Context: an optimization exercise on an open-source flow, tuned for small area, a short achievable clock period and few clock cycles per item. The choices shown serve that exercise and are no tape-out recipe. Where RTL was checked, it was by simulation tests only, not by an equivalence proof against the original. No functional check of the RTL was part of runs 1 to 3. Power is estimated from default activity; no workload was simulated.

$ cat flow/config.mk
export PLATFORM = sky130hd
export DESIGN_NAME = pen_event_throttle_core
export DESIGN_NICKNAME = pen_event_throttle_core
export VERILOG_FILES = /design/flow/design.v
export SDC_FILE = /design/flow/constraint.sdc
export NUM_CORES = 4
export LEC_CHECK = 0
export ABC_CLOCK_PERIOD_IN_PS = 4000
export CAP_MARGIN = 20
export CORE_MARGIN = 2
export CORE_UTILIZATION = 65
export SETUP_SLACK_MARGIN = 5
export SLEW_MARGIN = 20
export TNS_END_PERCENT = 100
$ cat flow/constraint.sdc
create_clock -name core_clock -period 12.0 [get_ports {clk}]
set_input_delay 2.4000 -clock core_clock [delete_from_list [all_inputs] [get_ports {clk}]]
set_output_delay 2.4000 -clock core_clock [all_outputs]
set_load 0.01 [all_outputs]
$ cat flow/design.v
package pet_pkg;
  localparam int CoordW = 16;
  localparam int TimeW  = 32;
  localparam int OpW    = 3;
  localparam int CfgIdxW = 3;
  localparam int CfgDataW = 16;
  localparam int MulW = 32;
  localparam int NumW = 50;
  localparam int DenW = 23;
  localparam logic [OpW-1:0] OP_DOWN    = 3'd0;
  localparam logic [OpW-1:0] OP_UP      = 3'd1;
  localparam logic [OpW-1:0] OP_MOVE    = 3'd2;
  localparam logic [OpW-1:0] OP_GESTURE = 3'd3;
  localparam logic [CfgIdxW-1:0] REG_TAP_RADIUS     = 3'd0;
  localparam logic [CfgIdxW-1:0] REG_TAP_RADIUS_MIN = 3'd1;
  localparam logic [CfgIdxW-1:0] REG_SHRINK_PERIOD  = 3'd2;
  localparam logic [CfgIdxW-1:0] REG_SHRINK_PERCENT = 3'd3;
  localparam logic [CfgIdxW-1:0] REG_MAX_MOVE_RATE  = 3'd4;
  localparam logic [CfgIdxW-1:0] REG_MAX_GEST_RATE  = 3'd5;
  localparam logic [9:0] RATE_SCALE    = 10'd1000;
  localparam logic [6:0] PERCENT_SCALE = 7'd100;
  typedef struct packed {
    logic            start;
    logic [NumW-1:0] num;
    logic [DenW-1:0] den;
  } div_req_t;
  typedef struct packed {
    logic            done;
    logic [NumW-1:0] quo;
  } div_rsp_t;
endpackage
module pet_mul (
  input  logic                         clk,
  input  logic [pet_pkg::MulW-1:0]     a,
  input  logic [pet_pkg::MulW-1:0]     b,
  output logic [2*pet_pkg::MulW-1:0]   p
);
  always_ff @(posedge clk) begin
    p <= a * b;
  end
endmodule
module pet_div (
  input  logic              clk,
  input  logic              rst,
  input  pet_pkg::div_req_t req,
  output pet_pkg::div_rsp_t rsp
);
  assign rsp.done = 1'b0;
  assign rsp.quo  = '0;
endmodule
module pen_event_throttle_core (
  input  logic        clk,
  input  logic        rst,
  input  logic        s_tvalid,
  output logic        s_tready,
  input  logic [63:0] s_tdata,    
  input  logic [2:0]  s_tuser,    
  output logic        m_tvalid,
  input  logic        m_tready,
  output logic [31:0] m_tdata,    
  output logic        m_tuser,    
  input  logic        cfg_valid,
  output logic        cfg_ready,
  input  logic [2:0]  cfg_index,
  input  logic [15:0] cfg_data
);
  localparam logic [2:0] OP_DOWN = pet_pkg::OP_DOWN;
  localparam logic [2:0] OP_UP   = pet_pkg::OP_UP;
  localparam logic [2:0] OP_MOVE = pet_pkg::OP_MOVE;
  localparam logic [2:0] OP_GEST = pet_pkg::OP_GESTURE;
  function automatic logic [15:0] abs_diff(input logic [15:0] a, input logic [15:0] b);
    logic signed [16:0] d;
    logic [16:0]        m;
    d = $signed({a[15], a}) - $signed({b[15], b});
    m = d[16] ? 17'(-d) : 17'(d);
    abs_diff = m[15:0];
  endfunction
  function automatic logic neg3(input logic [17:0] a, input logic [17:0] b, input logic [17:0] c);
    logic [17:0] sv, cv, y;
    sv = a ^ b ^ c;
    cv = {(a[16:0] & b[16:0]) | (a[16:0] & c[16:0]) | (b[16:0] & c[16:0]), 1'b0};
    y  = sv + cv;
    neg3 = y[17];
  endfunction
  function automatic logic neg3c(input logic [17:0] a, input logic [17:0] b, input logic [17:0] c);
    logic [17:0] sv, cv, y;
    sv = a ^ b ^ c;
    cv = {(a[16:0] & b[16:0]) | (a[16:0] & c[16:0]) | (b[16:0] & c[16:0]), 1'b1};
    y  = sv + cv;
    neg3c = y[17];
  endfunction
  function automatic logic near(input logic [15:0] a, input logic [15:0] b, input logic [11:0] r);
    near = !neg3({6'd0, r}, {{2{b[15]}}, b}, ~{{2{a[15]}}, a}) &&
           !neg3({6'd0, r}, {{2{a[15]}}, a}, ~{{2{b[15]}}, b});
  endfunction
  function automatic logic [15:0] abs_diff2(input logic [15:0] a, input logic [15:0] b);
    logic [16:0] d1, d2;
    d1 = {a[15], a} - {b[15], b};
    d2 = {b[15], b} - {a[15], a};
    abs_diff2 = d1[16] ? d2[15:0] : d1[15:0];
  endfunction
  function automatic logic bit12(input logic [11:0] v, input logic [3:0] i);
    bit12 = 1'b0;
    for (int k = 0; k < 12; k++) begin
      if (i == 4'(k)) bit12 = v[k];
    end
  endfunction
  function automatic logic [3:0] msb12(input logic [11:0] v);
    msb12 = 4'd0;
    for (int i = 1; i < 12; i++) begin
      if (v[i]) msb12 = 4'(i);
    end
  endfunction
  logic [11:0] tap_radius;
  logic [11:0] tap_radius_min;
  logic [11:0] rad_hi;         
  logic [15:0] shrink_period_ms;
  logic [22:0] per_scaled;     
  logic [6:0]  shrink_percent;
  logic [9:0]  move_lim;       
  logic [9:0]  gest_lim;       
  logic        pend_s, pend_m, pend_g;   
  logic        sq_done_s, sq_done_m, sq_done_g;   
  logic [22:0] sq_scaled;
  logic [9:0]  sq_lim;
  assign cfg_ready = 1'b1;
  always_ff @(posedge clk) begin
    if (rst) begin
      tap_radius       <= 12'd10;
      tap_radius_min   <= 12'd2;
      rad_hi           <= 12'd10;
      shrink_period_ms <= 16'd100;
      per_scaled       <= 23'd10000;
      shrink_percent   <= 7'd10;
      move_lim         <= 10'd16;
      gest_lim         <= 10'd16;
      pend_s           <= 1'b0;
      pend_m           <= 1'b0;
      pend_g           <= 1'b0;
    end else begin
      if (sq_done_s) begin
        per_scaled <= sq_scaled;
        pend_s     <= 1'b0;
      end
      if (sq_done_m) begin
        move_lim <= sq_lim;
        pend_m   <= 1'b0;
      end
      if (sq_done_g) begin
        gest_lim <= sq_lim;
        pend_g   <= 1'b0;
      end
      if (cfg_valid) begin
        case (cfg_index)
          pet_pkg::REG_TAP_RADIUS: begin
            tap_radius <= cfg_data[11:0];
            rad_hi     <= (cfg_data[11:0] > tap_radius_min) ? cfg_data[11:0] : tap_radius_min;
          end
          pet_pkg::REG_TAP_RADIUS_MIN: begin
            tap_radius_min <= cfg_data[11:0];
            rad_hi         <= (tap_radius > cfg_data[11:0]) ? tap_radius : cfg_data[11:0];
          end
          pet_pkg::REG_SHRINK_PERIOD: begin
            shrink_period_ms <= cfg_data;
            pend_s           <= 1'b1;
          end
          pet_pkg::REG_SHRINK_PERCENT: shrink_percent <= cfg_data[6:0];
          pet_pkg::REG_MAX_MOVE_RATE: begin
            move_lim <= cfg_data[9:0];    
            pend_m   <= 1'b1;
          end
          pet_pkg::REG_MAX_GEST_RATE: begin
            gest_lim <= cfg_data[9:0];
            pend_g   <= 1'b1;
          end
          default: begin
          end
        endcase
      end
    end
  end
  logic        tracking;
  logic [15:0] lm_x, lm_y;
  logic [31:0] lm_t;       
  logic [15:0] lg_x, lg_y;
  logic [31:0] lg_t;
  logic        a_v;
  logic [2:0]  a_op;
  logic [15:0] a_x, a_y;
  logic [31:0] a_t;
  logic        e_v;
  logic [2:0]  e_op;
  logic [15:0] e_x, e_y;
  logic [31:0] e_t;
  logic        e_tdrop, e_tslow, e_long, e_tbig;
  logic        e_ismove, e_isgest;    
  logic [11:0] e_adx, e_ady;
  logic [22:0] e_touch;
  logic [21:0] e_thm1;      
  logic [32:0] o0_d;
  logic        a_xfer, e_fin, out_free;
  logic [15:0] ref_x, ref_y;
  logic [31:0] ref_t;
  logic [15:0] a_adx, a_ady;
  logic        a_far;
  logic [31:0] a_touch;
  logic        a_long, a_keep, a_drop;
  logic        keep_s, keep_l, drop_s, drop_l;
  assign ref_x    = lm_x;
  assign ref_y    = lm_y;
  assign ref_t    = lm_t;
  assign a_adx    = abs_diff2(ref_x, a_x);
  assign a_ady    = abs_diff2(ref_y, a_y);
  assign a_far    = a_adx[15:12] != 4'd0 || a_ady[15:12] != 4'd0;
  assign a_touch  = a_t - ref_t;
  assign a_long   = !a_touch[31] && (a_touch[30:16] != 15'd0 || a_touch[15:0] > shrink_period_ms);
  assign keep_s   = a_adx >= {4'd0, tap_radius} || a_ady >= {4'd0, tap_radius};
  assign keep_l   = a_adx >= {4'd0, rad_hi} || a_ady >= {4'd0, rad_hi};
  assign drop_s   = !a_far && neg3c({6'd0, a_adx[11:0]}, {6'd0, a_ady[11:0]}, ~{6'd0, tap_radius});
  assign drop_l   = !a_far && neg3c({6'd0, a_adx[11:0]}, {6'd0, a_ady[11:0]}, ~{6'd0, tap_radius_min});
  assign a_keep   = a_long ? keep_l : keep_s;
  assign a_drop   = a_long ? drop_l : drop_s;
  assign s_tready = !a_v || a_xfer;
  assign a_xfer   = a_v && (!e_v || e_fin);
  always_ff @(posedge clk) begin
    if (rst) begin
      a_v <= 1'b0;
    end else if (s_tvalid && s_tready) begin
      a_v <= 1'b1;
    end else if (a_xfer) begin
      a_v <= 1'b0;
    end
    if (s_tvalid && s_tready) begin
      a_op <= s_tuser;
      a_x  <= s_tdata[15:0];
      a_y  <= s_tdata[31:16];
      a_t  <= s_tdata[63:32];
    end
  end
  always_ff @(posedge clk) begin
    if (rst) begin
      e_v <= 1'b0;
    end else if (a_xfer) begin
      e_v <= 1'b1;
    end else if (e_fin) begin
      e_v <= 1'b0;
    end
    if (a_xfer) begin
      e_op    <= a_op;
      e_ismove <= a_op == OP_MOVE;
      e_isgest <= a_op == OP_GEST;
      e_x     <= a_x;
      e_y     <= a_y;
      e_t     <= a_t;
      e_tdrop <= a_drop;
      e_tslow <= !a_keep && !a_drop;
      e_long  <= a_long;
      e_tbig  <= a_touch[30:23] != 8'd0;
      e_touch <= a_touch[22:0];
      e_thm1  <= a_t[31:10] - 22'd1;
      e_adx   <= a_adx[11:0];
      e_ady   <= a_ady[11:0];
    end
  end
  logic [10:0] rm_lo, rg_lo;
  logic [21:0] t_hi_m1;
  logic        rm_hi_ok, rg_hi_ok;
  logic        m_rate, g_rate, g_near, m_same;
  logic        need_trk, e_drop, e_ready;
  logic        sq_done, sq_res;
  logic [15:0] res_x, res_y;
  assign t_hi_m1  = e_thm1;
  assign rm_lo    = {1'b0, e_t[9:0]} + {1'b0, ~lm_t[9:0]};
  assign rm_hi_ok = rm_lo[10] ? (e_t[31:10] == lm_t[31:10]) : (t_hi_m1 == lm_t[31:10]);
  assign m_rate   = rm_hi_ok && rm_lo[9:0] < move_lim;
  assign rg_lo    = {1'b0, e_t[9:0]} + {1'b0, ~lg_t[9:0]};
  assign rg_hi_ok = rg_lo[10] ? (e_t[31:10] == lg_t[31:10]) : (t_hi_m1 == lg_t[31:10]);
  assign g_rate   = rg_hi_ok && rg_lo[9:0] < gest_lim;
  assign g_near   = near(lg_x, e_x, tap_radius) && near(lg_y, e_y, tap_radius);
  assign m_same = e_x == lm_x && e_y == lm_y;
  assign need_trk = e_ismove && tracking && e_tslow;
  always_comb begin
    case (e_op)
      OP_MOVE: e_drop = tracking ? (e_tslow ? sq_res : e_tdrop) : (m_same || m_rate);
      OP_GEST: e_drop = g_near || g_rate;
      default: e_drop = 1'b0;
    endcase
  end
  assign e_ready = !(e_ismove && (tracking ? (e_tslow && !sq_done) : pend_m)) &&
                   !(e_isgest && pend_g);
  assign e_fin   = e_v && e_ready && out_free;
  assign res_x   = (e_op == OP_UP && tracking) ? lm_x : e_x;
  assign res_y   = (e_op == OP_UP && tracking) ? lm_y : e_y;
  always_ff @(posedge clk) begin
    if (rst) begin
      tracking <= 1'b0;
      lm_x     <= 16'hFFFF;
      lm_y     <= 16'hFFFF;
      lm_t     <= '0;
      lg_x     <= 16'hFFFF;
      lg_y     <= 16'hFFFF;
      lg_t     <= '0;
    end else if (a_xfer && a_op == OP_DOWN) begin
      lm_x     <= a_x;
      lm_y     <= a_y;
      lm_t     <= a_t;
      tracking <= 1'b1;
      if (e_fin && e_op == OP_GEST && !e_drop) begin
        lg_x <= e_x;
        lg_y <= e_y;
        lg_t <= e_t;
      end
    end else if (e_fin) begin
      case (e_op)
        OP_UP: begin
          lm_x     <= '0;
          lm_y     <= '0;
          lm_t     <= '0;
          tracking <= 1'b0;
        end
        OP_MOVE: begin
          if (!e_drop) begin
            lm_x     <= e_x;
            lm_y     <= e_y;
            lm_t     <= e_t;
            tracking <= 1'b0;
          end
        end
        OP_GEST: begin
          if (!e_drop) begin
            lg_x <= e_x;
            lg_y <= e_y;
            lg_t <= e_t;
          end
        end
        default: begin
        end
      endcase
    end
  end
  assign out_free = !m_tvalid || m_tready;
  always_ff @(posedge clk) begin
    if (rst) begin
      m_tvalid <= 1'b0;
    end else if (out_free) begin
      m_tvalid <= e_fin;
    end
    if (e_fin) begin
      o0_d <= {e_drop, res_y, res_x};
    end
  end
  assign m_tdata = o0_d[31:0];
  assign m_tuser = o0_d[32];
  localparam logic [2:0] PH_IDLE = 3'd0;
  localparam logic [2:0] PH_U    = 3'd1;
  localparam logic [2:0] PH_Q    = 3'd2;
  localparam logic [2:0] PH_KP   = 3'd3;
  localparam logic [2:0] PH_DK   = 3'd4;
  localparam logic [2:0] PH_FIN  = 3'd5;
  localparam logic [2:0] PH_LW   = 3'd6;
  localparam logic [2:0] PH_KP2  = 3'd7;
  localparam logic [1:0] J_TRACK = 2'd0;
  localparam logic [1:0] J_SCALE = 2'd1;
  localparam logic [1:0] J_LIMM  = 2'd2;
  localparam logic [1:0] J_LIMG  = 2'd3;
  localparam logic [1:0] K_R    = 2'd0;
  localparam logic [1:0] K_HI   = 2'd1;
  localparam logic [1:0] K_MIN  = 2'd2;
  localparam logic [1:0] K_Q    = 2'd3;
  localparam logic [11:0] C100  = 12'd100;
  localparam logic [11:0] C1000 = 12'd1000;
  logic [2:0]  sq_ph;
  logic [1:0]  sq_job;
  logic [1:0]  sq_ksrc;
  logic [3:0]  sq_idx;
  logic [22:0] sq_opb;    
  logic [22:0] sq_x;      
  logic        sq_cl;     
  logic [11:0] sq_q;
  logic [11:0] sq_k;
  logic [26:0] sq_acc;
  logic [22:0] sq_bt;
  logic        sq_bx, sq_by, sq_bk;
  logic        job_lim;
  logic [9:0]  lim_raw;
  logic [15:0] per_eff;
  logic [22:0] op_a, op_b, op_m;
  logic [24:0] x_sum;
  logic [25:0] x_m1, x_m2;
  logic [1:0]  x_c;
  logic [11:0] q_next;
  logic [11:0] k_rq, k_val;
  logic [26:0] acc_next;
  assign job_lim = sq_job == J_LIMM || sq_job == J_LIMG;
  assign lim_raw = (sq_job == J_LIMG) ? gest_lim : move_lim;
  assign per_eff = (shrink_period_ms == 16'd0) ? 16'd1 : shrink_period_ms;
  assign op_a   = sq_x;
  assign op_b   = sq_opb;
  assign op_m  = job_lim ? {12'd0, {1'b0, lim_raw} + 11'd1} : per_scaled;
  assign x_sum = {1'b0, op_a, 1'b0} + {2'b0, sq_bt};
  logic [25:0] xa, xb, xm1, xm2, xs1, xc1, xs2, xc2;
  assign xa    = {2'b0, op_a, 1'b0};
  assign xb    = {3'b0, sq_bt};
  assign xm1   = ~{3'b0, op_m};
  assign xm2   = ~{2'b0, op_m, 1'b0};
  assign xs1   = xa ^ xb ^ xm1;
  assign xc1   = {(xa[24:0] & xb[24:0]) | (xa[24:0] & xm1[24:0]) | (xb[24:0] & xm1[24:0]), 1'b1};
  assign xs2   = xa ^ xb ^ xm2;
  assign xc2   = {(xa[24:0] & xb[24:0]) | (xa[24:0] & xm2[24:0]) | (xb[24:0] & xm2[24:0]), 1'b1};
  assign x_m1  = xs1 + xc1;
  assign x_m2  = xs2 + xc2;
  assign x_c   = !x_m2[25] ? 2'd2 : !x_m1[25] ? 2'd1 : 2'd0;
  logic [11:0] q_inc;
  assign q_inc  = sq_q + 12'd1;
  assign q_next = (x_c == 2'd2) ? {q_inc[10:0], 1'b0} : {sq_q[10:0], x_c[0]};
  logic [11:0] k_now;
  logic [3:0]  idx_min;
  assign k_now   = !e_long ? tap_radius : (shrink_percent == 7'd0) ? rad_hi : tap_radius_min;
  assign idx_min = msb12(e_adx | e_ady | tap_radius_min);
  assign k_rq = tap_radius - sq_q;
  assign k_val = (k_rq < tap_radius_min) ? tap_radius_min : k_rq;
  logic [3:0]  idx_dn, idx_now, idx_kp;
  assign idx_dn  = sq_idx - 4'd1;
  assign idx_now = msb12(e_adx | e_ady | k_now);
  assign idx_kp  = msb12(e_adx | e_ady | sq_k);
  assign acc_next = {sq_acc[25:0], 1'b0}
                  + (sq_bx ? {15'd0, e_adx} : 27'd0)
                  + (sq_by ? {15'd0, e_ady} : 27'd0)
                  - (sq_bk ? {15'd0, sq_k}  : 27'd0);
  assign sq_res    = sq_acc[26];
  assign sq_scaled = x_sum[22:0];
  assign sq_lim    = sq_q[9:0];
  assign sq_done_s = sq_ph == PH_U && sq_job == J_SCALE && sq_idx == 4'd0;
  assign sq_done_m = sq_ph == PH_LW && sq_job == J_LIMM;
  assign sq_done_g = sq_ph == PH_LW && sq_job == J_LIMG;
  always_ff @(posedge clk) begin
    if (rst || e_fin) begin
      sq_done <= 1'b0;
    end else if (sq_ph == PH_DK && sq_idx == 4'd0) begin
      sq_done <= 1'b1;
    end
  end
  always_ff @(posedge clk) begin
    if (rst) begin
      sq_ph <= PH_IDLE;
    end else begin
      case (sq_ph)
        PH_IDLE: begin
          sq_x   <= '0;
          sq_q   <= '0;
          sq_cl  <= 1'b0;
          sq_opb <= pend_s ? {7'd0, per_eff} : (pend_m || pend_g) ? 23'd1 : e_touch;
          sq_bt  <= pend_s ? {7'd0, per_eff} : (pend_m || pend_g) ? 23'd1 : e_touch;
          if (pend_s) begin
            sq_job <= J_SCALE;
            sq_idx <= 4'd6;
            sq_ph  <= PH_U;
          end else if (pend_m || pend_g) begin
            sq_job <= pend_m ? J_LIMM : J_LIMG;
            sq_idx <= 4'd9;
            sq_ph  <= PH_Q;
          end else if (e_v && need_trk) begin
            sq_job <= J_TRACK;
            if (!e_long || shrink_percent == 7'd0 || e_tbig) begin
              sq_k   <= k_now;
              sq_idx <= idx_now;
              sq_bx  <= bit12(e_adx, idx_now);
              sq_by  <= bit12(e_ady, idx_now);
              sq_bk  <= bit12(k_now, idx_now);
              sq_acc <= '0;
              sq_ph  <= PH_DK;
            end else begin
              sq_idx <= msb12({5'd0, shrink_percent});
              sq_ph  <= PH_U;
            end
          end
        end
        PH_U: begin
          if (sq_idx == 4'd0) begin
            sq_x   <= '0;
            sq_opb <= x_sum[22:0];       
            sq_idx <= msb12(tap_radius);
            sq_bt  <= (tap_radius != 12'd0) ? x_sum[22:0] : 23'd0;
          end else begin
            sq_x   <= x_sum[22:0];
            sq_idx <= idx_dn;
            sq_bt  <= ((sq_job == J_SCALE) ? bit12(C100, idx_dn) : bit12({5'd0, shrink_percent}, idx_dn))
                      ? sq_opb : 23'd0;
          end
          sq_cl <= !x_m1[25];            
          if (sq_job == J_SCALE) begin
            if (sq_idx == 4'd0) sq_ph <= PH_IDLE;
          end else if (!x_m1[25]) begin
            sq_ph <= PH_KP;
          end else if (sq_idx == 4'd0) begin
            sq_ph <= PH_Q;
          end
        end
        PH_Q: begin
          sq_x   <= (x_c == 2'd2) ? x_m2[22:0] : (x_c == 2'd1) ? x_m1[22:0] : x_sum[22:0];
          sq_q   <= q_next;
          sq_idx <= idx_dn;
          sq_bt  <= (job_lim ? bit12(C1000, idx_dn) : bit12(tap_radius, idx_dn)) ? sq_opb : 23'd0;
          if (sq_idx == 4'd0) begin
            sq_ksrc <= K_Q;
            sq_ph   <= job_lim ? PH_LW : PH_KP;
          end
        end
        PH_KP: begin
          sq_k   <= sq_cl ? tap_radius_min : k_val;
          sq_ph  <= PH_KP2;
        end
        PH_KP2: begin
          sq_idx <= idx_kp;
          sq_bx  <= bit12(e_adx, idx_kp);
          sq_by  <= bit12(e_ady, idx_kp);
          sq_bk  <= bit12(sq_k, idx_kp);
          sq_acc <= '0;
          sq_ph  <= PH_DK;
        end
        PH_DK: begin
          sq_acc <= acc_next;
          sq_idx <= idx_dn;
          sq_bx  <= bit12(e_adx, idx_dn);
          sq_by  <= bit12(e_ady, idx_dn);
          sq_bk  <= bit12(sq_k, idx_dn);
          if (sq_idx == 4'd0) sq_ph <= PH_FIN;
        end
        PH_LW: sq_ph <= PH_IDLE;
        PH_FIN: begin
          if (e_fin) sq_ph <= PH_IDLE;
        end
        default: sq_ph <= PH_IDLE;
      endcase
      if (cfg_valid && sq_ph != PH_IDLE && sq_job != J_TRACK &&
          ((cfg_index == pet_pkg::REG_SHRINK_PERIOD && sq_job == J_SCALE) ||
           (cfg_index == pet_pkg::REG_MAX_MOVE_RATE && sq_job == J_LIMM) ||
           (cfg_index == pet_pkg::REG_MAX_GEST_RATE && sq_job == J_LIMG))) begin
        sq_ph <= PH_IDLE;
      end
    end
  end
endmodule
$ cat flow/run.sh
#!/bin/bash
# synth_recipe.tcl (not shown) runs the flow's synth.tcl, then flattens the netlist and writes it again
# the make line also repeats each setting of config.mk as NAME=value (left out here)
make -C /OpenROAD-flow-scripts/flow DESIGN_CONFIG=/design/flow/config.mk WORK_HOME=/design/flow/orfs CLKGATE_MAP_FILE= SYNTH_SCRIPT=/design/flow/synth_recipe.tcl finish
==> results of run 1 <==
Yosys cell counts, types with 26 or more instances:
library cell,instances
a211oi_1,94
a21o_1,130
a21oi_1,359
a311oi_1,39
a31oi_1,34
and2_1,28
and3_1,33
buf_2,26
clkbuf_1,144
dfxtp_1,241
edfxtp_1,372
fa_1,146
ha_1,457
inv_1,594
mux2i_1,159
nand2_1,391
nand2b_1,93
nand3_1,68
nand4_1,40
nor2_1,417
nor2b_1,64
nor3_1,88
nor4_1,37
o211ai_1,47
o21a_1,61
o21ai_0,265
o21bai_1,53
o221ai_1,55
o22ai_1,26
or3_1,27
xnor2_1,144
xor2_1,113
routing by layer:
layer  vias to the layer above  track usage [%]  wire length, um
li1                      18707                -                -
met1                     19209             49.2            58000
met2                      1817             60.5            64700
met3                       417             6.08            11700
met4                         0             17.1             6870
met5                         -                0                0
cell families after synthesis:
family | Yosys count
compound gates | 1393
xor+xnor | 257
fa+ha+maj | 607
buf+inv | 792
flops | 613
mux | 171
other cells | 1
simple gates | 1379
layout make-up:
class                           instances  area, sq um  area share [%]
Sequential cell                       613        16000            30.7
Inverter                              594         2230            4.29
Timing Repair Buffer                  180         1680            3.23
Multi-Input combinational cell       3808        28600            55.0
Tap cell                              959         1200            2.31
Clock buffer                          101         2000            3.84
Clock inverter                         30          313           0.601
what timing repair did:
item / 4_1_cts / 5_1_grt
cloned: 0 / 0
pin swaps: 0 / 0
endpoints found under the setup margin: 3 / 21
gates resized for setup: 1 / 3
metrics by stage:
step,total power [mW],worst slack [ps],instance area (sq um)
floorplan,6.53,5210,47600
global placement,7.87,5230,49700
detailed placement,7.94,4980,49700
CTS,10.2,5250,52000
global route,10.9,4990,52100
finish,10.2,5280,52100
flip-flops by register name, indices dropped and copies added (netlist names), 22 cells and up:
register / flops
lg_t: 32
e_thm1: 22
a_t: 32
per_scaled: 23
e_touch: 23
e_t: 32
sq_opb: 23
sq_x: 23
lm_t: 32
o0_d: 33
sq_bt: 23
sq_acc: 27
worst reg2reg max path: stages, from the launching register on:
cell and delay (ps):
edfxtp_1 630, nand2_2 320, nor3_1 300, a22oi_1 170
or4b_2 730, xor2_1 190, mux2i_1 370, fa_1 490
ha_1 340, a21o_1 190, a211oi_1 370, and2_1 190
a21oi_1 70, o22ai_1 390, o211ai_1 190, a211o_1 320
nand2_2 450, nor3_2 240, a22oi_1 220, o21ai_0 120
power groups by stage:
stage	clock network, mW	registers (mW)	logic [mW]
3_3_place_gp	0	2.86	5.02
5_1_grt	2.29	2.85	5.79
2_1_floorplan	0	2.74	3.79
6_report	2.21	2.82	5.21
3_5_place_dp	0	2.86	5.09
4_1_cts	2.22	2.82	5.13
worst paths after layout:
| path | start | to | slack, ps |
|---|---|---|---|
| worst max-delay path | m_tready | s_tready | 5280 |
| worst min-delay path | rad_hi[5] | rad_hi[5] | 450 |
| worst max register to register | sq_job[0] | sq_x[5] | 5430 |
| worst min register to register | rad_hi[5] | rad_hi[5] | 450 |
==> results.py, run 1 <==
metrics = {
    "drt": {
        "drt-pass1-iter-count": 8,
        "vias": 40150,
        "detail-route-antenna-nets": 0,
        "wl_mm": 141,
        "drt-initial-drc-count": 3563,
        "drcViolationCount": 0,
        "via_per_inst": 6.39,
        "avgRoutedWirePerCell_um": 22.5,
    },
    "worst_setup_path": {
        "cp-start-kind": "input port",
        "cpPeakStageDelay_ps": 570,
        "path_max_fanout": 10,
        "worstPathArrival_ps": 4320,
        "worstPathBufferInverterCount": 2,
        "cp_cell_sequence": "clkdlybuf4s50_1 -> nand2b_1 -> nand4_1 -> nand3_1 -> clkdlybuf4s50_1",
        "crit_cells": 5,
        "critPathCaptureType": "primary output",
        "cp_slowest_cell": "clkdlybuf4s50_1",
        "critical_path_class": "input port to primary output",
        "required_ps": 9600,
        "reg2regPathDepth": 19,
        "cp_common_cell": "clkdlybuf4s50_1",
        "crit_family": "buffers and inverters",
    },
    "job": {
        "drv_cap": 0,
    },
    "finish": {
        "final_core_util_pct": 71.6,
        "final_cell_mix": "593 x inv_1, 457 x ha_1, 413 x nor2_1, 389 x nand2_1, 372 x edfxtp_1",
        "drive_above_1_share_pct": 4.68,
        "finalNonFillerCells": 6285,
        "final_common_cell": "inv_1",
        "fin_nets": 5962,
        "fill_cells": 5783,
        "diodes": 0,
        "syn_to_final_growth_pct": 9.29,
    },
    "floorplanning": {
        "die_w_um": 275,
        "rows": 99,
        "ios": 127,
        "core-area_sq_mm": 0.0727,
        "initial_core_util_pct": 65.5,
        "die_h_um": 275,
        "die-area_sq_mm": 0.0755,
    },
    "logic_synthesis": {
        "yosys_warnings": 1,
        "synth_edf_count": 372,
        "synthMuxAreaShare_pct": 3.62,
        "yosys.cell_types.count": 101,
        "synth_cells": 5213,
        "synth_fa_ha_area_share_pct": 18.2,
        "async_flop_share_pct": 0,
        "synth_ff_type": "edfxtp_1",
        "yosysTopAreaCell": "edfxtp_1",
        "synth_area_sq_mm": 0.0476,
        "syn_area_per_cell_sq_um": 9.14,
        "syn-num-nets": 5907,
        "synth_top_family_by_area": "compound AO/OA/AOI/OAI gates",
        "synthXorXnorAreaFrac_pct": 4.73,
        "synth_simple_gate_area_share_pct": 13.8,
        "synth.top_cell.area_share_pct": 23.5,
        "synthTopCellsByArea": "edfxtp_1 23%, ha_1 12%, dfxtp_1 10%, fa_1 6.1%, inv_1 4.7%",
        "synth-seq-cells": 613,
        "synth_compound_area_share_pct": 19.4,
        "synth-seq-area-share_pct": 33.6,
    },
    "power_and_ir_drop": {
        "netSwitchingPower_mw": 4.41,
        "combinationalPowerShare_pct": 50.9,
        "p_seq_share_pct": 27.6,
        "vdd_drop_max_uv": 279,
        "swShare_pct": 43.0,
        "clkPwrFrac_pct": 21.6,
        "p_leak_nw": 21.6,
        "p_per_area_mw_per_mm2": 197,
        "cellInternalPower_mw": 5.83,
    },
    "timing": {
        "tightest_slew_ps": 1130,
        "fin_skew_ps": 22.1,
        "max_freq_ghz": 0.149,
        "tns_ps": 0,
        "finalCriticalPeriod_ps": 6720,
        "slew-limit-headroom_pct": 24.4,
        "report.final.slew_viol_count": 0,
        "fin_hold_ws_ps": 451,
        "setup_viol": 0,
        "rsz0062_at_grt": "true",
        "hold_viol": 0,
        "min_period_over_period_pct": 56.0,
    },
    "clock_tree": {
        "cts_max_path_buffers": 3,
        "clkLatencyLatePin_ps": 640,
        "cts_buffers": 71,
        "cts_tree": "done",
        "clkSlewWorstSetupHoldPaths_ps": 50,
        "cts-root-buf": "clkbuf_16",
        "clock-sinks": 613,
        "hold_buffers": 0,
        "cts_setup_buffers": 0,
        "h-tree-depth": 3,
    },
    "placed_design": {
        "io_buffers": 125,
        "place_hpwl_mm": 105,
        "placed_cells": 6153,
        "place_congestion": 1.01,
    },
    "grt": {
        "grt_pass1_vias": 38878,
        "grt_usage_pct": 37.3,
        "antenna_found_initial": 2,
        "grt-ovfl-total": 0,
        "grt_max_degree": 97,
        "grt_first_pass_wirelength_mm": 220,
    },
    "run_status": {
        "status": "timing/DRC/antenna clean",
    },
    "hold_path": {
        "hold_path.class": "flop to flop",
        "holdPathStages": 2,
    },
}
==> run 2: changes to the inputs <==
--- a/flow/design.v
+++ b/flow/design.v
@@ -189,4 +189,5 @@
   logic [15:0] a_x, a_y;
   logic [31:0] a_t;
+  logic [16:0] a_dx, a_dy;    
   logic        e_v;
   logic [2:0]  e_op;
@@ -198,6 +199,8 @@
   logic [22:0] e_touch;
   logic [21:0] e_thm1;      
+  logic        o1_v;
+  logic [32:0] o1_d;
   logic [32:0] o0_d;
-  logic        a_xfer, e_fin, out_free;
+  logic        a_xfer, e_fin, take;
   logic [15:0] ref_x, ref_y;
   logic [31:0] ref_t;
@@ -210,6 +213,6 @@
   assign ref_y    = lm_y;
   assign ref_t    = lm_t;
-  assign a_adx    = abs_diff2(ref_x, a_x);
-  assign a_ady    = abs_diff2(ref_y, a_y);
+  assign a_adx    = a_dx[16] ? 16'(-a_dx) : a_dx[15:0];
+  assign a_ady    = a_dy[16] ? 16'(-a_dy) : a_dy[15:0];
   assign a_far    = a_adx[15:12] != 4'd0 || a_ady[15:12] != 4'd0;
   assign a_touch  = a_t - ref_t;
@@ -221,5 +224,8 @@
   assign a_keep   = a_long ? keep_l : keep_s;
   assign a_drop   = a_long ? drop_l : drop_s;
-  assign s_tready = !a_v || a_xfer;
+  logic [15:0] in_ref_x, in_ref_y;
+  assign in_ref_x = (a_v && a_op == OP_DOWN) ? a_x : lm_x;
+  assign in_ref_y = (a_v && a_op == OP_DOWN) ? a_y : lm_y;
+  assign s_tready = !a_v || !e_v || (e_ready && !o1_v);
   assign a_xfer   = a_v && (!e_v || e_fin);
   always_ff @(posedge clk) begin
@@ -236,4 +242,6 @@
       a_y  <= s_tdata[31:16];
       a_t  <= s_tdata[63:32];
+      a_dx <= {in_ref_x[15], in_ref_x} - {s_tdata[15], s_tdata[15:0]};
+      a_dy <= {in_ref_y[15], in_ref_y} - {s_tdata[31], s_tdata[31:16]};
     end
   end
@@ -289,5 +297,5 @@
   assign e_ready = !(e_ismove && (tracking ? (e_tslow && !sq_done) : pend_m)) &&
                    !(e_isgest && pend_g);
-  assign e_fin   = e_v && e_ready && out_free;
+  assign e_fin   = e_v && e_ready && !o1_v;
   assign res_x   = (e_op == OP_UP && tracking) ? lm_x : e_x;
   assign res_y   = (e_op == OP_UP && tracking) ? lm_y : e_y;
@@ -339,13 +347,24 @@
     end
   end
-  assign out_free = !m_tvalid || m_tready;
+  assign take = m_tvalid && m_tready;
   always_ff @(posedge clk) begin
     if (rst) begin
       m_tvalid <= 1'b0;
-    end else if (out_free) begin
-      m_tvalid <= e_fin;
+      o1_v     <= 1'b0;
+    end else begin
+      if (!m_tvalid || take) begin
+        m_tvalid <= o1_v || e_fin;
+      end
+      if (take) begin
+        o1_v <= 1'b0;
+      end else if (m_tvalid && e_fin) begin
+        o1_v <= 1'b1;
+      end
+    end
+    if (!m_tvalid || take) begin
+      o0_d <= o1_v ? o1_d : {e_drop, res_y, res_x};
     end
-    if (e_fin) begin
-      o0_d <= {e_drop, res_y, res_x};
+    if (m_tvalid && !take && e_fin) begin
+      o1_d <= {e_drop, res_y, res_x};
     end
   end
@@ -375,4 +394,5 @@
   logic [3:0]  sq_idx;
   logic [22:0] sq_opb;    
+  logic [22:0] sq_m;      
   logic [22:0] sq_x;      
   logic        sq_cl;     
@@ -397,5 +417,5 @@
   assign op_a   = sq_x;
   assign op_b   = sq_opb;
-  assign op_m  = job_lim ? {12'd0, {1'b0, lim_raw} + 11'd1} : per_scaled;
+  assign op_m  = sq_m;
   assign x_sum = {1'b0, op_a, 1'b0} + {2'b0, sq_bt};
   logic [25:0] xa, xb, xm1, xm2, xs1, xc1, xs2, xc2;
@@ -451,4 +471,6 @@
           sq_cl  <= 1'b0;
           sq_opb <= pend_s ? {7'd0, per_eff} : (pend_m || pend_g) ? 23'd1 : e_touch;
+          sq_m   <= pend_m ? {12'd0, {1'b0, move_lim} + 11'd1} :
+                    pend_g ? {12'd0, {1'b0, gest_lim} + 11'd1} : per_scaled;
           sq_bt  <= pend_s ? {7'd0, per_eff} : (pend_m || pend_g) ? 23'd1 : e_touch;
           if (pend_s) begin
--- a/flow/config.mk
+++ b/flow/config.mk
@@ -9,5 +9,5 @@
 export CAP_MARGIN = 20
 export CORE_MARGIN = 2
-export CORE_UTILIZATION = 65
+export CORE_UTILIZATION = 55
 export SETUP_SLACK_MARGIN = 5
 export SLEW_MARGIN = 20
==> results.py, run 2 <==
metrics = {
    "run_status": {
        "status": "timing/DRC/antenna clean",
    },
    "drt": {
        "drt-pass1-iter-count": 6,
        "drt-initial-drc-count": 4132,
        "via_per_inst": 6.06,
        "wl_mm": 148,
        "detail-route-antenna-nets": 0,
        "drcViolationCount": 0,
        "vias": 40321,
        "avgRoutedWirePerCell_um": 22.3,
    },
    "logic_synthesis": {
        "synthTopCellsByArea": "edfxtp_1 28%, ha_1 11%, dfxtp_1 9.7%, fa_1 5.8%, inv_1 4.5%",
        "yosys.cell_types.count": 93,
        "yosys_warnings": 1,
        "synth.most_common_cell": "inv_1",
        "synth-seq-area-share_pct": 37.5,
        "synth-seq-cells": 704,
        "synth.top_cell.area_share_pct": 27.8,
        "synthXorXnorAreaFrac_pct": 5.35,
        "async_flop_share_pct": 0,
        "synth_top_family_by_area": "compound AO/OA/AOI/OAI gates",
        "synth_ff_type": "edfxtp_1",
        "yosysTopAreaCell": "edfxtp_1",
        "syn-num-nets": 5990,
        "synthMuxAreaShare_pct": 3.59,
        "synth_simple_gate_area_share_pct": 13.9,
        "syn_area_per_cell_sq_um": 9.38,
        "synth_edf_count": 462,
        "synth_area_sq_mm": 0.0500,
        "synth_cells": 5325,
        "synth_fa_ha_area_share_pct": 16.6,
        "synthTopCellsByCount": "594 x inv_1, 462 x edfxtp_1, 452 x nor2_1",
        "synth_compound_area_share_pct": 17.1,
    },
    "finish": {
        "final_cell_mix": "594 x inv_1, 462 x edfxtp_1, 449 x nor2_1, 430 x ha_1, 409 x nand2_1",
        "design_area_sq_mm": 0.0554,
        "fin_nets": 6069,
        "top_regs": "o0_d (33), o1_d (33)",
        "diodes": 0,
        "finalNonFillerCells": 6650,
        "drive_above_1_share_pct": 5.79,
        "final_common_cell": "inv_1",
        "syn_to_final_growth_pct": 10.9,
    },
    "clock_tree": {
        "cts_setup_buffers": 0,
        "cts-root-buf": "clkbuf_16",
        "h-tree-depth": 3,
        "hold_buffers": 0,
        "clkSlewWorstSetupHoldPaths_ps": 60,
        "cts_resized": 0,
        "clock-sinks": 704,
        "cts_buffers": 82,
        "cts_tree": "done",
        "cts_max_path_buffers": 3,
        "clkLatencyLatePin_ps": 680,
    },
    "placed_design": {
        "placed_cells": 6495,
        "place_hpwl_mm": 111,
        "place_congestion": 0.932,
        "io_buffers": 125,
        "place_area_sq_mm": 0.0525,
    },
    "grt": {
        "grt_usage_pct": 31.4,
        "grt_max_degree": 74,
        "grt-ovfl-total": 0,
        "antenna_found_initial": 2,
        "grt_first_pass_wirelength_mm": 228,
        "grt_pass1_vias": 38292,
    },
    "worst_setup_path": {
        "required_ps": 12570,
        "path_max_fanout": 64,
        "critical_path_class": "flop to flop",
        "worstPathArrival_ps": 6070,
        "cp_common_cell": "a21oi_1",
        "cp_slowest_cell": "buf_4",
        "critPathCaptureType": "flop",
        "cpPeakStageDelay_ps": 680,
        "cp_cell_sequence": "inv_1 -> ha_1 -> a21o_1 -> a21oi_1 -> o21bai_1 -> a21oi_1 -> nor2b_1 -> o21a_1 -> o21ai_0 -> nand2b_1 -> a21oi_1 -> xnor2_1 -> ha_1 -> nor2b_1 -> a311o_1 -> nor4_1 -> o211ai_1 -> o32a_1 -> a41oi_4 -> buf_4 -> a21oi_1 -> a211o_1",
        "cp-start-kind": "flop",
    },
    "timing": {
        "min_period_over_period_pct": 45.8,
        "tns_ps": 0,
        "max_freq_ghz": 0.182,
        "hold_viol": 0,
        "tightest_slew_ps": 1150,
        "fin_hold_ws_ps": 450,
        "rsz0062_at_grt": "false",
        "fin_skew_ps": 29.0,
        "setup_viol": 0,
        "finalCriticalPeriod_ps": 5500,
        "slew-limit-headroom_pct": 22.8,
        "report.final.slew_viol_count": 0,
    },
    "hold_path": {
        "hold_path.class": "flop to flop",
    },
    "floorplanning": {
        "die-area_sq_mm": 0.0933,
        "core-area_sq_mm": 0.0900,
        "die_w_um": 305,
        "initial_core_util_pct": 55.5,
        "rows": 110,
        "die_h_um": 305,
        "ios": 127,
    },
    "power_and_ir_drop": {
        "finalPower_mw": 8.30,
        "p_per_area_mw_per_mm2": 150,
        "vdd_drop_max_uv": 110,
        "p_leak_nw": 22.5,
    },
    "job": {
        "drv_cap": 0,
    },
}
-- run 2: cell types whose count changed in the layout (fill, tap and decap cells not counted), sizes merged, moves of 53 or more --
cell / change
xnor2: +80
nand3: +53
mux2i: -61
edfxtp: +90
a211o: +61
mux2: +60
-- run 2: worst paths after layout --
path             startpoint             end  slack, ps  cells after the start
max                 lm_t[1]        lm_y[14]       6500                     22
min          per_scaled[18]  per_scaled[18]        450                      2
max reg2reg         lm_t[1]        lm_y[14]       6500                     22
min reg2reg  per_scaled[18]  per_scaled[18]        450                      2
-- run 2: worst max-delay path, delay by kind of cell (launching register included) --
family          cells  cell delay, ps
buf+inv             2             810
flops               1             370
xor+xnor            1             140
simple gates        4             720
fa+ha+maj           2             580
compound gates     13            2730
-- run 2: where the power goes --
part,switching (mW),internal [mW],total [mW]
Combinational,1.62,1.09,2.72
Sequential,0.166,2.77,2.94
Clock,1.11,1.53,2.64
-- run 2: per-layer routing --
metal / vias to the layer above / global-route usage (%) / part of all wire (%)
met1: 19412 / 45.7 / 46
met4: 2 / 8.94 / 3.1
met2: 1491 / 49.0 / 44
met5: - / 0 / 0.0088
li1: 19146 / - / -
met3: 270 / 4.35 / 6.9
-- run 2: through the flow --
| step | utilization [%] | setup WS [ps] |
|---|---|---|
| after floorplan | - | 6530 |
| after CTS | 61.5 | 6490 |
| after detailed placement | 58.4 | 6220 |
| final | 61.5 | 6500 |
| after global placement | 58.4 | 6260 |
| after global routing | 61.5 | 6170 |
-- run 2: cell families after synthesis --
kind of cell,after synthesis
AOI/OAI and AO/OA,1298
DFF,704
muxes,170
and+or+nand+nor,1481
xor gates and xnor gates,305
buffers and inverters,791
adders and majority gates,575
other,1
-- run 2: final cells by class --
cell class,count,area [sq um]
fillers,7823,34600
multi-input cells,3830,28400
flip-flops and latches,704,18700
clock buffers,117,2260
inverters,595,2230
repair buffers,191,1770
well taps,1176,1470
clock inverters,37,556
==> run 3: changes to the inputs <==
--- a/flow/config.mk
+++ b/flow/config.mk
@@ -6,5 +6,5 @@
 export NUM_CORES = 4
 export LEC_CHECK = 0
-export ABC_CLOCK_PERIOD_IN_PS = 4000
+export ABC_CLOCK_PERIOD_IN_PS = 6000
 export CAP_MARGIN = 20
 export CORE_MARGIN = 2
@@ -12,3 +12,2 @@
 export SETUP_SLACK_MARGIN = 5
 export SLEW_MARGIN = 20
-export TNS_END_PERCENT = 100
==> results.py, run 3 <==
metrics = {
    "run_status": {
        "status": "timing/DRC/antenna clean",
    },
    "floorplanning": {
        "core-area_sq_mm": 0.0900,
        "rows": 110,
        "die_h_um": 305,
        "die_w_um": 305,
        "die-area_sq_mm": 0.0933,
        "initial_core_util_pct": 55.5,
        "ios": 127,
    },
    "placed_design": {
        "io_buffers": 125,
        "place_hpwl_mm": 111,
        "place_congestion": 0.932,
        "place_ws_ps": 6220,
    },
    "logic_synthesis": {
        "synth_simple_gate_area_share_pct": 13.9,
        "synth_cells": 5325,
        "syn_area_per_cell_sq_um": 9.38,
        "yosys.cell_types.count": 93,
        "synth_edf_count": 462,
        "synthMuxAreaShare_pct": 3.59,
        "synth.top_cell.area_share_pct": 27.8,
        "synth.most_common_cell": "inv_1",
        "syn-num-nets": 5990,
        "synth-seq-area-share_pct": 37.5,
        "synth_ff_type": "edfxtp_1",
        "synth_area_sq_mm": 0.0500,
        "synth-seq-cells": 704,
        "yosysTopAreaCell": "edfxtp_1",
        "synth_top_family_by_area": "compound AO/OA/AOI/OAI gates",
        "synthXorXnorAreaFrac_pct": 5.35,
        "synth_fa_ha_area_share_pct": 16.6,
        "async_flop_share_pct": 0,
        "synthTopCellsByCount": "594 x inv_1, 462 x edfxtp_1, 452 x nor2_1",
        "synth_compound_area_share_pct": 17.1,
        "synthTopCellsByArea": "edfxtp_1 28%, ha_1 11%, dfxtp_1 9.7%, fa_1 5.8%, inv_1 4.5%",
        "yosys_warnings": 1,
    },
    "drt": {
        "drt-pass1-iter-count": 6,
        "wl_mm": 148,
        "drt-initial-drc-count": 4132,
        "avgRoutedWirePerCell_um": 22.3,
        "drcViolationCount": 0,
        "detail-route-antenna-nets": 0,
        "via_per_inst": 6.06,
        "vias": 40321,
    },
    "worst_setup_path": {
        "cp-start-kind": "flop",
        "worstPathArrival_ps": 6070,
        "critPathCaptureType": "flop",
        "required_ps": 12570,
        "path_max_fanout": 64,
        "critical_path_class": "flop to flop",
    },
    "timing": {
        "setup_viol": 0,
        "rsz0062_at_grt": "false",
        "fin_hold_ws_ps": 450,
        "max_freq_ghz": 0.182,
        "min_period_over_period_pct": 45.8,
        "tns_ps": 0,
        "tightest_slew_ps": 1150,
        "finalCriticalPeriod_ps": 5500,
        "fin_skew_ps": 29.0,
        "hold_viol": 0,
        "slew-limit-headroom_pct": 22.8,
        "finalWorstSetupSlack_ps": 6500,
        "report.final.slew_viol_count": 0,
    },
    "clock_tree": {
        "clock-sinks": 704,
        "cts-root-buf": "clkbuf_16",
        "cts_resized": 0,
        "hold_buffers": 0,
        "cts_buffers": 82,
        "h-tree-depth": 3,
        "clkSlewWorstSetupHoldPaths_ps": 60,
        "cts_setup_buffers": 0,
        "cts_tree": "done",
        "clkLatencyLatePin_ps": 680,
        "cts_max_path_buffers": 3,
    },
    "power_and_ir_drop": {
        "cellInternalPower_mw": 5.39,
        "clkPwrFrac_pct": 31.8,
        "p_seq_share_pct": 35.4,
        "p_per_area_mw_per_mm2": 150,
        "swShare_pct": 35.0,
        "netSwitchingPower_mw": 2.90,
        "combinationalPowerShare_pct": 32.8,
        "vdd_drop_max_uv": 110,
        "p_leak_nw": 22.5,
    },
    "hold_path": {
        "hold_path.class": "flop to flop",
    },
    "finish": {
        "final_cell_mix": "594 x inv_1, 462 x edfxtp_1, 449 x nor2_1, 430 x ha_1, 409 x nand2_1",
        "final_core_util_pct": 61.5,
        "syn_to_final_growth_pct": 10.9,
        "drive_above_1_share_pct": 5.79,
        "diodes": 0,
        "fin_nets": 6069,
        "top_regs": "o0_d (33), o1_d (33)",
        "final_common_cell": "inv_1",
    },
    "grt": {
        "grt_usage_pct": 31.4,
        "grt_first_pass_wirelength_mm": 228,
        "grt_max_degree": 74,
        "grt-ovfl-total": 0,
        "antenna_found_initial": 2,
        "grt_pass1_vias": 38292,
        "grt_use_met2_pct": 49.0,
        "use_met3_pct": 4.35,
        "grt.busiest_layer": "met2",
        "grt_use_met1_pct": 45.7,
    },
    "job": {
        "drv_cap": 0,
    },
}
## run 3: cell counts after synthesis
Identical to the previous run, type by type.
## run 3: final cells by class
type	count	area (sq um)
Clock buffer	117	2260
Timing Repair Buffer	191	1770
Fill cell	7823	34600
Multi-Input combinational cell	3830	28400
Tap cell	1176	1470
Inverter	595	2230
Clock inverter	37	556
Sequential cell	704	18700
## run 3: kinds of logic after synthesis
| kind of cell | Yosys count |
|---|---|
| simple gates | 1481 |
| buf+inv | 791 |
| fa+ha+maj | 575 |
| compound gates | 1298 |
| mux | 170 |
| other cells | 1 |
| flops | 704 |
| xor+xnor | 305 |
## run 3: routing by layer
metal,share of wire (%),vias to the layer above
met5,0.0088,-
met4,3.1,2
met3,6.9,270
met2,44,1491
met1,46,19412
li1,-,19146
## run 3: power groups by stage
stage | sequential, mW | clock, mW | combinational (mW)
final | 2.94 | 2.64 | 2.72
after global routing | 2.95 | 2.76 | 3.04
after CTS | 2.93 | 2.67 | 2.70
after detailed placement | 2.98 | 0 | 2.67
after global placement | 2.98 | 0 | 2.64
after floorplan | 2.91 | 0 | 1.95
## run 3: worst max-delay path: stages (launching register included)
cell	delay, ps
dfxtp_1	370
inv_1	130
ha_1	320
a21o_1	190
a21oi_1	240
o21bai_1	90
a21oi_1	230
nor2b_1	80
o21a_1	180
o21ai_0	170
nand2b_1	80
a21oi_1	170
xnor2_1	140
ha_1	260
nor2b_1	140
a311o_1	310
nor4_1	420
o211ai_1	220
o32a_1	300
a41oi_4	210
buf_4	680
a21oi_1	120
a211o_1	300
## run 3: metrics by stage
step                total power [mW]  cell area (sq um)  cells
floorplan                       4.86              50000   5325
global placement                5.62              52500   6495
detailed placement              5.65              52500   6495
CTS                             8.29              55400   6649
global route                    8.75              55400   6650
finish                          8.30              55400   6650
## run 3: worst paths after layout
check                       from             end  slack, ps  cells after the start
setup / recovery         lm_t[1]        lm_y[14]       6500                     22
hold reg to reg   per_scaled[18]  per_scaled[18]        450                      2
setup reg to reg         lm_t[1]        lm_y[14]       6500                     22
hold / removal    per_scaled[18]  per_scaled[18]        450                      2
==> run 4: changes to the inputs <==
--- a/flow/design.v
+++ b/flow/design.v
@@ -139,4 +139,5 @@
       pend_g           <= 1'b0;
     end else begin
+      rad_hi <= (tap_radius > tap_radius_min) ? tap_radius : tap_radius_min;
       if (sq_done_s) begin
         per_scaled <= sq_scaled;
@@ -155,9 +156,7 @@
           pet_pkg::REG_TAP_RADIUS: begin
             tap_radius <= cfg_data[11:0];
-            rad_hi     <= (cfg_data[11:0] > tap_radius_min) ? cfg_data[11:0] : tap_radius_min;
           end
           pet_pkg::REG_TAP_RADIUS_MIN: begin
             tap_radius_min <= cfg_data[11:0];
-            rad_hi         <= (tap_radius > cfg_data[11:0]) ? tap_radius : cfg_data[11:0];
           end
           pet_pkg::REG_SHRINK_PERIOD: begin
--- a/flow/config.mk
+++ b/flow/config.mk
@@ -6,5 +6,4 @@
 export NUM_CORES = 4
 export LEC_CHECK = 0
-export ABC_CLOCK_PERIOD_IN_PS = 6000
 export CAP_MARGIN = 20
 export CORE_MARGIN = 2
==> results.py, run 4 <==
metrics = {
    "clock_tree": {
        "cts_resized": 0,
        "clock-sinks": 704,
        "cts_buffers": 82,
        "hold_buffers": 0,
        "cts_max_path_buffers": 3,
        "cts-root-buf": "clkbuf_16",
        "h-tree-depth": 3,
        "cts_setup_buffers": 0,
        "cts_tree": "done",
        "clkSlewWorstSetupHoldPaths_ps": 50,
        "clkLatencyLatePin_ps": 660,
    },
    "timing": {
        "finalCriticalPeriod_ps": 5670,
        "min_period_over_period_pct": 47.2,
        "finalWorstSetupSlack_ps": 6330,
        "hold_viol": 0,
        "rsz0062_at_grt": "false",
        "slew-limit-headroom_pct": 23.7,
        "max_freq_ghz": 0.177,
        "setup_viol": 0,
        "tightest_slew_ps": 1140,
        "report.final.slew_viol_count": 0,
        "fin_skew_ps": 26.5,
        "tns_ps": 0,
    },
    "logic_synthesis": {
        "synth_edf_count": 462,
        "synth-seq-cells": 704,
        "synth-seq-area-share_pct": 37.8,
        "synth.top_cell.area_share_pct": 28.0,
        "synthTopCellsByArea": "edfxtp_1 28%, ha_1 11%, dfxtp_1 9.8%, fa_1 5.8%, inv_1 4.5%",
        "synthTopCellsByCount": "591 x inv_1, 504 x nand2_1, 483 x nor2_1",
        "yosys_warnings": 1,
        "syn_area_per_cell_sq_um": 9.33,
        "yosysTopAreaCell": "edfxtp_1",
        "syn-num-nets": 5964,
        "yosys.cell_types.count": 101,
        "synth.most_common_cell": "inv_1",
        "async_flop_share_pct": 0,
        "synth_cells": 5311,
        "synth_area_sq_mm": 0.0495,
        "synth_ff_type": "edfxtp_1",
    },
    "grt": {
        "grt_pass1_vias": 38396,
        "grt_usage_pct": 31.5,
        "grt_use_met1_pct": 44.9,
        "grt_use_met2_pct": 50.2,
        "grt_first_pass_wirelength_mm": 227,
        "use_met3_pct": 3.55,
        "grt_max_degree": 76,
        "grt-ovfl-total": 0,
        "antenna_found_initial": 1,
        "grt.busiest_layer": "met2",
    },
    "floorplanning": {
        "die-area_sq_mm": 0.0925,
        "ios": 127,
        "die_w_um": 304,
        "core-area_sq_mm": 0.0896,
        "initial_core_util_pct": 55.3,
        "rows": 110,
        "die_h_um": 304,
    },
    "drt": {
        "avgRoutedWirePerCell_um": 22.1,
        "drt-pass1-iter-count": 8,
        "detail-route-antenna-nets": 0,
        "via_per_inst": 6.00,
        "wl_mm": 146,
        "drcViolationCount": 0,
        "drt-initial-drc-count": 3851,
        "vias": 39727,
    },
    "finish": {
        "drive_above_1_share_pct": 5.86,
        "fill_cells": 7838,
        "finalNonFillerCells": 6624,
        "final_common_cell": "inv_1",
        "diodes": 0,
        "fin_nets": 6032,
        "syn_to_final_growth_pct": 10.7,
        "top_regs": "o0_d (33), o1_d (33)",
        "final_cell_mix": "590 x inv_1, 504 x nand2_1, 479 x nor2_1, 462 x edfxtp_1, 418 x ha_1",
    },
    "power_and_ir_drop": {
        "p_leak_nw": 22.2,
        "p_per_area_mw_per_mm2": 179,
        "vdd_drop_max_uv": 141,
    },
    "worst_setup_path": {
        "required_ps": 9600,
        "path_max_fanout": 24,
        "cp-start-kind": "flop",
        "critical_path_class": "flop to primary output",
        "worstPathArrival_ps": 3270,
        "cp_cell_sequence": "inv_1 -> o21ai_0 -> a22o_1 -> o21a_1 -> nand2_1 -> clkdlybuf4s50_1",
        "critPathCaptureType": "primary output",
        "cp_slowest_cell": "dfxtp_1",
        "cpPeakStageDelay_ps": 820,
    },
    "placed_design": {
        "place_hpwl_mm": 109,
        "place_ws_ps": 6130,
        "io_buffers": 125,
        "placed_cells": 6470,
        "place_congestion": 0.933,
    },
    "hold_path": {
        "hold_path.class": "flop to flop",
    },
    "run_status": {
        "status": "timing/DRC/antenna clean",
    },
    "job": {
        "drv_cap": 0,
    },
}
run 4: cells by family after synthesis:
logic type               count (synthesis)  share of synthesized area, %
flip-flops                             704                          37.8
multiplexers                           163                          3.48
buffers and inverters                  791                          6.13
adder cells (fa/ha/maj)                565                          16.4
XOR/XNOR                               285                          5.04
AND/OR/NAND/NOR                       1592                          14.9
other                                    1                       0.00757
AO/OA/AOI/OAI                         1210                          16.2
run 4: cell type report:
| class | instances | area, sq um | area share, % |
|---|---|---|---|
| inverters | 593 | 2230 | 4.06 |
| clock buffers | 102 | 2220 | 4.05 |
| multi-input cells | 3816 | 27900 | 50.9 |
| repair buffers | 182 | 1700 | 3.10 |
| well taps | 1176 | 1470 | 2.68 |
| clock inverters | 51 | 596 | 1.09 |
| flip-flops and latches | 704 | 18700 | 34.1 |
run 4: metrics by stage:
| step | utilization (%) | hold slack [ps] | instance area [sq um] | power, mW |
|---|---|---|---|---|
| floorplan | - | 432 | 49500 | 6.00 |
| global placement | 58.0 | 439 | 52000 | 7.13 |
| detailed placement | 58.0 | 444 | 52000 | 7.16 |
| CTS | 61.2 | 451 | 54800 | 9.81 |
| global route | 61.2 | 467 | 54900 | 10.5 |
| finish | 61.2 | 450 | 54900 | 9.81 |
run 4: worst max-delay path, delay by kind of cell, from the launching register on:
| family | cells | cell delay [ps] |
|---|---|---|
| DFF | 1 | 820 |
| and+or+nand+nor | 1 | 140 |
| AOI/OAI and AO/OA | 3 | 840 |
| buffers and inverters | 2 | 830 |
run 4: worst paths after layout:
kind | startpoint | to | slack, ps | cells past startpoint
min reg2reg | per_scaled[19] | per_scaled[19] | 450 | 2
max reg2reg | lm_t[1] | lm_t[4] | 6410 | 22
min | per_scaled[19] | per_scaled[19] | 450 | 2
max | pend_m | s_tready | 6330 | 6
run 4: report_power, final:
group / internal (mW) / total, mW / switching (mW) / leakage [nW]
clock network: 1.56 / 2.63 / 1.07 / 1.37
registers: 2.87 / 3.08 / 0.211 / 6.43
logic: 1.60 / 4.10 / 2.50 / 14.4
run 4: routing by layer:
layer,vias to the layer above,wire length [um]
met3,238,9830
met5,-,0
met4,0,4420
met1,19074,65600
met2,1396,66300
li1,19019,-
Testbench counts of run 4, summed over its fixed seeds: cycles 3,346, items 2,459.
==> run 5: changes to the inputs <==
--- a/flow/config.mk
+++ b/flow/config.mk
@@ -9,4 +9,6 @@
 export CORE_MARGIN = 2
 export CORE_UTILIZATION = 55
+export CTS_BUF_LIST = sky130_fd_sc_hd__clkbuf_4 sky130_fd_sc_hd__clkbuf_8
+export CTS_CLUSTER_SIZE = 30
 export SETUP_SLACK_MARGIN = 5
 export SLEW_MARGIN = 20
==> results.py, run 5 <==
metrics = {
    "clock_tree": {
        "clkLatencyLatePin_ps": 790,
        "cts_setup_buffers": 0,
        "cts_max_path_buffers": 3,
        "hold_buffers": 0,
        "cts_buffers": 120,
        "cts_resized": 0,
        "clock-sinks": 704,
        "cts_tree": "done",
        "h-tree-depth": 3,
        "cts-root-buf": "clkbuf_8",
        "clkSlewWorstSetupHoldPaths_ps": 60,
    },
    "power_and_ir_drop": {
        "p_per_area_mw_per_mm2": 175,
        "combinationalPowerShare_pct": 42.7,
        "netSwitchingPower_mw": 3.78,
        "swShare_pct": 39.4,
        "finalPower_mw": 9.60,
        "clkPwrFrac_pct": 25.2,
        "vdd_drop_max_uv": 140,
        "p_seq_share_pct": 32.1,
        "cellInternalPower_mw": 5.82,
        "p_leak_nw": 22.2,
    },
    "worst_setup_path": {
        "worstPathArrival_ps": 3430,
        "cp-start-kind": "flop",
        "r2r_end": "e_tslow",
        "required_ps": 9600,
        "path_max_fanout": 24,
        "timing.rr.start": "lm_t[1]",
        "timing.reg2reg.setup_slack_ps": 6410,
        "critical_path_class": "flop to primary output",
        "reg2regPathDepth": 23,
        "critPathCaptureType": "primary output",
    },
    "logic_synthesis": {
        "synth-seq-area-share_pct": 37.8,
        "synth_edf_count": 462,
        "synthTopCellsByCount": "591 x inv_1, 504 x nand2_1, 483 x nor2_1",
        "synth_area_sq_mm": 0.0495,
        "synth_ff_type": "edfxtp_1",
        "yosysTopAreaCell": "edfxtp_1",
        "synthTopCellsByArea": "edfxtp_1 28%, ha_1 11%, dfxtp_1 9.8%, fa_1 5.8%, inv_1 4.5%",
        "synth.top_cell.area_share_pct": 28.0,
        "synth.most_common_cell": "inv_1",
        "yosys_warnings": 1,
        "syn-num-nets": 5964,
        "async_flop_share_pct": 0,
        "synth-seq-cells": 704,
        "yosys.cell_types.count": 101,
        "syn_area_per_cell_sq_um": 9.33,
        "synth_cells": 5311,
    },
    "placed_design": {
        "place_ws_ps": 6130,
        "place_congestion": 0.933,
        "io_buffers": 125,
        "place_area_sq_mm": 0.0520,
        "place_hpwl_mm": 109,
        "placed_cells": 6470,
    },
    "floorplanning": {
        "die_h_um": 304,
        "rows": 110,
        "die_w_um": 304,
        "ios": 127,
        "initial_core_util_pct": 55.3,
        "core-area_sq_mm": 0.0896,
        "die-area_sq_mm": 0.0925,
    },
    "finish": {
        "final_core_util_pct": 61.1,
        "fill_cells": 7893,
        "top_regs": "o0_d (33), o1_d (33)",
        "design_area_sq_mm": 0.0547,
        "drive_above_1_share_pct": 7.24,
        "final_common_cell": "inv_1",
        "final_cell_mix": "590 x inv_1, 504 x nand2_1, 479 x nor2_1, 462 x edfxtp_1, 418 x ha_1",
        "finalNonFillerCells": 6704,
        "syn_to_final_growth_pct": 10.5,
        "fin_nets": 6070,
    },
    "drt": {
        "vias": 40020,
        "avgRoutedWirePerCell_um": 21.9,
        "drcViolationCount": 0,
        "via_per_inst": 5.97,
        "drt-pass1-iter-count": 7,
        "drt-initial-drc-count": 3643,
        "detail-route-antenna-nets": 0,
        "wl_mm": 147,
    },
    "grt": {
        "grt_pass1_vias": 38531,
        "antenna_found_initial": 2,
        "grt-ovfl-total": 0,
        "grt_usage_pct": 31.5,
        "grt_max_degree": 76,
        "grt_first_pass_wirelength_mm": 228,
    },
    "timing": {
        "finalCriticalPeriod_ps": 5830,
        "finalWorstSetupSlack_ps": 6170,
        "rsz0062_at_grt": "false",
        "report.final.slew_viol_count": 0,
        "tns_ps": 0,
        "setup_viol": 0,
        "fin_hold_ws_ps": 450,
        "min_period_over_period_pct": 48.6,
        "hold_viol": 0,
        "slew-limit-headroom_pct": 24.8,
        "max_freq_ghz": 0.172,
        "tightest_slew_ps": 1130,
        "fin_skew_ps": 35.4,
    },
    "job": {
        "drv_cap": 0,
    },
    "hold_path": {
        "min_to": "per_scaled[19]",
        "hold_path.class": "flop to flop",
        "min-delay-start": "per_scaled[19]",
        "holdPathStages": 2,
    },
    "run_status": {
        "status": "timing/DRC/antenna clean",
    },
}
-- run 5: cell families after synthesis --
family	synth area share, %
AND/OR/NAND/NOR	14.9
AO/OA/AOI/OAI	16.2
buffers and inverters	6.13
flip-flops	37.8
adder cells (fa/ha/maj)	16.4
XOR/XNOR	5.04
multiplexers	3.48
other	0.00757
-- run 5: final cells by class --
| class | count | area [sq um] | area share, % |
|---|---|---|---|
| well taps | 1176 | 1470 | 2.69 |
| repair buffers | 182 | 1700 | 3.11 |
| inverters | 593 | 2230 | 4.07 |
| clock buffers | 168 | 2140 | 3.92 |
| flip-flops and latches | 704 | 18700 | 34.2 |
| diodes | 4 | 10.0 | 0.0183 |
| multi-input cells | 3816 | 27900 | 51.0 |
| clock inverters | 61 | 536 | 0.979 |
-- run 5: critical path, stage by stage (launching register included) --
cell and delay (ps):
dfxtp_1 810, inv_1 340, o21ai_0 240, a22o_1 260
o21a_1 360, nand2_1 140, clkdlybuf4s50_1 500
-- run 5: worst max-delay path by stage --
| stage | startpoint | end | slack, ps | cells past startpoint |
|---|---|---|---|---|
| 2_1_floorplan | rst | sq_job[0] | 6500 | 3 |
| 3_3_place_gp | s_tdata[16] | a_dy[14] | 6180 | 15 |
| 3_5_place_dp | s_tdata[16] | a_dy[14] | 6130 | 15 |
| 4_1_cts | pend_m | s_tready | 6170 | 6 |
| 5_1_grt | pend_m | s_tready | 5940 | 6 |
| 6_report | pend_m | s_tready | 6170 | 6 |
-- run 5: power by group through the flow --
stage,sequential [mW],combinational (mW),clock (mW)
global route,3.10,4.61,2.56
global placement,3.12,4.01,0
floorplan,3.03,2.97,0
detailed placement,3.12,4.04,0
CTS,3.07,4.08,2.45
finish,3.08,4.10,2.42
-- run 5: metal layers --
metal  up-vias  wire length (um)  GRT usage (%)
met5         -                 0              0
met4         0              4640           10.5
met3       266              9640           3.57
met2      1415             66200           50.2
met1     19242             66100           44.8
li1      19097                 -              -

afterwards: timing with drivers on the ports:
No port has a modelled driver above. Below, the same layouts with a new extraction and two added sets of constraints.
Step 1 sets driving cells, clkbuf_16 on the clock port and buf_2 on the other inputs (assumed; they add their load-dependent delay and slew).
Step 2, shift: input delay + t, output delay - t, t = (earliest + latest rising clock arrival at the registers) / 2. This alone moves slack from input paths to output paths.
Slacks: ideal ports / drivers / drivers and shift; pairs: ideal ports / drivers.
run	shift t [ns]	slack for setup (ns)	hold slack, ns
run 1	0.696	5.282 / 5.261 / 5.261	0.451 / 0.451 / 0.451
run 2	0.741	6.504 / 6.504 / 6.151	0.450 / 0.450 / 0.450
run 3	0.741	6.504 / 6.504 / 6.151	0.450 / 0.450 / 0.450
run 4	0.718	6.335 / 6.264 / 6.130	0.450 / 0.450 / 0.450
run 5	0.840	6.171 / 6.103 / 6.124	0.450 / 0.450 / 0.450
After both steps every run listed still meets setup and hold.
